Source: an optimization exercise on an open RTL-to-GDS flow (aim: small area, a short achievable clock period and few clock cycles per item). Production flows keep margins and buffers that such runs may drop. The RTL was checked by simulation tests, not by an equivalence proof against the original design.

// link_keeping_drive_vector
module link_keeping_drive_vector (
	input  logic        clk,
	input  logic        arst_n,
	input  logic        psel,
	input  logic        penable,
	input  logic        pwrite,
	input  logic [2:0]  paddr,
	input  logic [31:0] pwdata,
	output logic [31:0] prdata,
	output logic        pready,
	input  logic        in_valid,
	output logic        in_stall,
	input  logic signed [15:0] offset_x,
	input  logic signed [15:0] offset_y,
	input  logic        present,
	input  logic        frame_end,
	output logic        out_valid,
	input  logic        out_stall,
	output logic signed [15:0] drive_x,
	output logic signed [15:0] drive_y,
	output logic        has_signal,
	output logic [3:0]  chosen_index
);
	logic [15:0] reach_q;
	logic [14:0] gain_q;
	logic        wr;
	logic [15:0] rd_q;
	logic        f_valid;
	logic        f_take;
	logic        f_found;
	logic [31:0] f_sq;
	logic [15:0] f_mx;
	logic [15:0] f_my;
	logic        f_sx;
	logic        f_sy;
	logic [2:0]  f_idx;
	assign pready = 1'b1;
	assign wr     = psel && penable && pwrite;
	always_ff @(posedge clk or negedge arst_n) begin
		if (!arst_n) begin
			reach_q <= 16'd0;
			gain_q  <= 15'd0;
		end else if (wr) begin
			if (paddr[2])
				gain_q  <= pwdata[14:0];
			else
				reach_q <= pwdata[15:0];
		end
	end
	always_ff @(posedge clk) begin
		rd_q <= paddr[2] ? {1'b0, gain_q} : reach_q;
	end
	assign prdata = {16'd0, rd_q};
	lkdv_qualify u_qualify (
		.clk       (clk),
		.arst_n    (arst_n),
		.in_valid  (in_valid),
		.in_stall  (in_stall),
		.offset_x  (offset_x),
		.offset_y  (offset_y),
		.present   (present),
		.frame_end (frame_end),
		.reach     (reach_q),
  ...
Size: about 2900 cells after synthesis, ~470 flip-flops, about 150 I/O pins, about 0.030 mm² of cells after synthesis.
clock: 11.0 ns
lec_check: 0
cap_margin: 20
core_margin: 2
core_utilization: 40
cts_buf_list: sky130_fd_sc_hd__clkbuf_16
cts_cluster_diameter: 100
cts_cluster_size: 24
place_density: 0.6
slew_margin: 20
run.sh (not shown) runs the stock make flow with config.mk's settings and CLKGATE_MAP_FILE= SYNTH_SCRIPT=/design/flow/synth_recipe.tcl, a recipe that flattens the netlist after the stock synthesis.
The baseline produced a clean layout.
Testbench counts at the start, summed over its fixed seeds: cycles 72,321, frames 4,096.
==> next run, changes <==
--- a/flow/config.mk
+++ b/flow/config.mk
@@ -10,5 +10,2 @@
 export CORE_UTILIZATION = 40
-export CTS_BUF_LIST = sky130_fd_sc_hd__clkbuf_16
-export CTS_CLUSTER_DIAMETER = 100
-export CTS_CLUSTER_SIZE = 24
 export PLACE_DENSITY = 0.6
Die area stays the same.
Area after synthesis is unchanged.
Worst hold slack stays flat.
Wire length grows slightly.
Cell area grows by a few percent.
==> next run, changes <==
--- a/flow/config.mk
+++ b/flow/config.mk
@@ -9,4 +9,7 @@
 export CORE_MARGIN = 2
-export CORE_UTILIZATION = 40
-export PLACE_DENSITY = 0.6
+export CORE_UTILIZATION = 55
+export CTS_BUF_LIST = sky130_fd_sc_hd__clkbuf_16
+export CTS_CLUSTER_DIAMETER = 100
+export CTS_CLUSTER_SIZE = 24
+export PLACE_DENSITY = 0.75
 export SLEW_MARGIN = 20
Outcome: The changed run ran to the end with no violations; worst hold slack gains 0.022 ns; clock skew hardly moves; register-to-register slack gains 0.10 ns; non-clock buffer count falls by 1.

---

lane 1:
link_keeping_drive_vector, a different RTL version from the one above (not shown whole).
Size in the first run: roughly 470 flip-flops, about 150 I/O pins, about 31000 sq um of cells after synthesis.
Settings: LEC_CHECK=0, CAP_MARGIN=20, CORE_MARGIN=2, CORE_UTILIZATION=40, CTS_BUF_LIST=sky130_fd_sc_hd__clkbuf_16, CTS_CLUSTER_DIAMETER=100, CTS_CLUSTER_SIZE=24, PLACE_DENSITY=0.6, SLEW_MARGIN=20; clock period 11.0 ns.
standard.sh (not shown) runs the stock make flow with config.mk's settings and CLKGATE_MAP_FILE= SYNTH_SCRIPT=/design/flow/synth_recipe.tcl, a recipe that flattens the netlist after the stock synthesis.
==> flow/flow/run.sh <==
#!/bin/bash
set -euo pipefail
bash standard.sh SETUP_SLACK_MARGIN=7.6 finish > flow_make.log 2>&1
Testbench counts of lane 1, summed over its fixed seeds: cycles 70,559, frames 4,096.
## Diff of input files: lane 2 against lane 1
==> flow/flow/run.sh <==
#!/bin/bash
set -euo pipefail
bash standard.sh SETUP_SLACK_MARGIN=7 finish > flow_make.log 2>&1
Notes after the runs:
On register cell area after layout, lane 2 and lane 1 are neck and neck.
Core footprint: lane 1 vs lane 2 identical
Met3 usage in lane 2 vs lane 1: up 1.1 points
From lane 1 to lane 2, basic-gate share of the synthesized area counting and, or, nand and nor cells did not move at all.
Core util | lane 2 vs lane 1 | lane 2 lower
The higher sequential fraction of total cell area came out of lane 2.
Setup changes, lane 2 to lane 3
==> flow/run.sh (new file) <==
#!/bin/bash
# synth_recipe.tcl (not shown) runs the flow's synth.tcl, then flattens the netlist and writes it again
# the make line also repeats each setting of config.mk as NAME=value (left out here)
make -C /OpenROAD-flow-scripts/flow DESIGN_CONFIG=/design/flow/config.mk WORK_HOME=/design/flow/orfs CLKGATE_MAP_FILE= SYNTH_SCRIPT=/design/flow/synth_recipe.tcl finish
removed: flow/flow/run.sh
removed: flow/standard.sh
Findings:
Taking lane 2 as the reference, in lane 3 clock-buffer cell count fell 6.7%; measured slew at the worst slew-check pin rose by 98 ps.
Diff lane 2 -> lane 3: highest clock rate went down.
Lane 3 contains fewer vias than lane 2.
Cell area | lane 3 vs lane 2 | lane 3 smaller

---

## purple
link_keeping_drive_vector, a different RTL version from the one above (not shown whole).
Size in the first run: ~470 flip-flops.
==> flow/design.v (excerpt) <==
module link_keeping_drive_vector (
	input  logic        clk,
	input  logic        arst_n,
	input  logic        psel,
	input  logic        penable,
	input  logic        pwrite,
	input  logic [2:0]  paddr,
	input  logic [31:0] pwdata,
	output logic [31:0] prdata,
	output logic        pready,
	input  logic        in_valid,
	output logic        in_stall,
	input  logic signed [15:0] offset_x,
	input  logic signed [15:0] offset_y,
	input  logic        present,
	input  logic        frame_end,
	output logic        out_valid,
	input  logic        out_stall,
	output logic signed [15:0] drive_x,
	output logic signed [15:0] drive_y,
	output logic        has_signal,
	output logic [3:0]  chosen_index
);
==> flow/config.mk <==
export PLATFORM = sky130hd
export DESIGN_NAME = link_keeping_drive_vector
export DESIGN_NICKNAME = link_keeping_drive_vector
export VERILOG_FILES = /design/flow/design.v
export SDC_FILE = /design/flow/constraint.sdc
export NUM_CORES = 4
export LEC_CHECK = 0
export CAP_MARGIN = 20
export CORE_MARGIN = 2
export CORE_UTILIZATION = 40
export CTS_BUF_LIST = sky130_fd_sc_hd__clkbuf_16
export CTS_CLUSTER_DIAMETER = 100
export CTS_CLUSTER_SIZE = 24
export PLACE_DENSITY = 0.6
export SLEW_MARGIN = 20
==> flow/constraint.sdc <==
create_clock -name core_clock -period 11.0 [get_ports {clk}]
set_input_delay 2.2000 -clock core_clock [delete_from_list [all_inputs] [get_ports {clk}]]
set_output_delay 2.2000 -clock core_clock [all_outputs]
set_load 0.01 [all_outputs]
==> flow/flow/run.sh <==
#!/bin/bash
set -euo pipefail
bash standard.sh SETUP_SLACK_MARGIN=7 finish > flow_make.log 2>&1
Testbench counts of purple, summed over its fixed seeds: cycles 70,559, frames 4,096.
For red, these inputs were changed with respect to purple:
==> flow/run.sh (new file) <==
#!/bin/bash
# synth_recipe.tcl (not shown) runs the flow's synth.tcl, then flattens the netlist and writes it again
# the make line also repeats each setting of config.mk as NAME=value (left out here)
make -C /OpenROAD-flow-scripts/flow DESIGN_CONFIG=/design/flow/config.mk WORK_HOME=/design/flow/orfs CLKGATE_MAP_FILE= SYNTH_SCRIPT=/design/flow/synth_recipe.tcl finish
removed: flow/flow/run.sh
removed: flow/standard.sh
Notes after the runs:
Of red and purple, purple shows the lower shortest period the worst path allows, with red above it. Sort red and purple by global-route usage, ascending, and red comes first. purple → red: layout overhead on the synthesized area shows a reduction of 0.36 points, non-clock buffer count down about 10%, total non-filler cell area in the finished layout has decreased, part of the cycle the worst path needs now sits higher.

[afterwards: timing with drivers on the ports]
The flow's constraints put no driver on any port. The routed layouts listed below were extracted and timed again, unchanged, in two steps. Step 1 assumes that a clkbuf_16 drives the clock port and a buf_2 every other input. Step 2 also shifts input and output timing later by t, the mid clock arrival at the registers, as if the neighbouring blocks saw the same clock. Slacks: no drivers / after step 1 / after step 2; pairs: no drivers / after step 1.
run	t (ns)	setup WS [ns]	worst setup path at the end	worst register clock-pin slew, ns	worst data-port slew with drivers (ns)
the first run of note 1	0.659	6.659 / 6.704 / 6.045	input to register	0.11 / 0.11	0.09
the second run of note 1	0.683	6.669 / 6.669 / 6.047	input to register	0.07 / 0.07	0.09
the third run of note 1	0.648	6.597 / 6.635 / 5.987	input to register	0.10 / 0.10	0.04
lane 1	0.662	7.297 / 7.297 / 7.097	input to register	0.10 / 0.10	0.04
lane 2	0.665	7.080 / 7.028 / 6.736	input to register	0.11 / 0.11	0.05
lane 3	0.666	6.287 / 6.287 / 6.287	register to register	0.11 / 0.11	0.05
purple	0.645	6.352 / 6.372 / 5.726	input to register	0.11 / 0.11	0.06
red	0.659	5.873 / 5.916 / 5.257	input to register	0.11 / 0.11	0.04
After both steps setup and hold are still met in every run listed. The setup slack of purple, which loses most, moves by +0.020 ns with the drivers and by -0.626 ns with both steps.
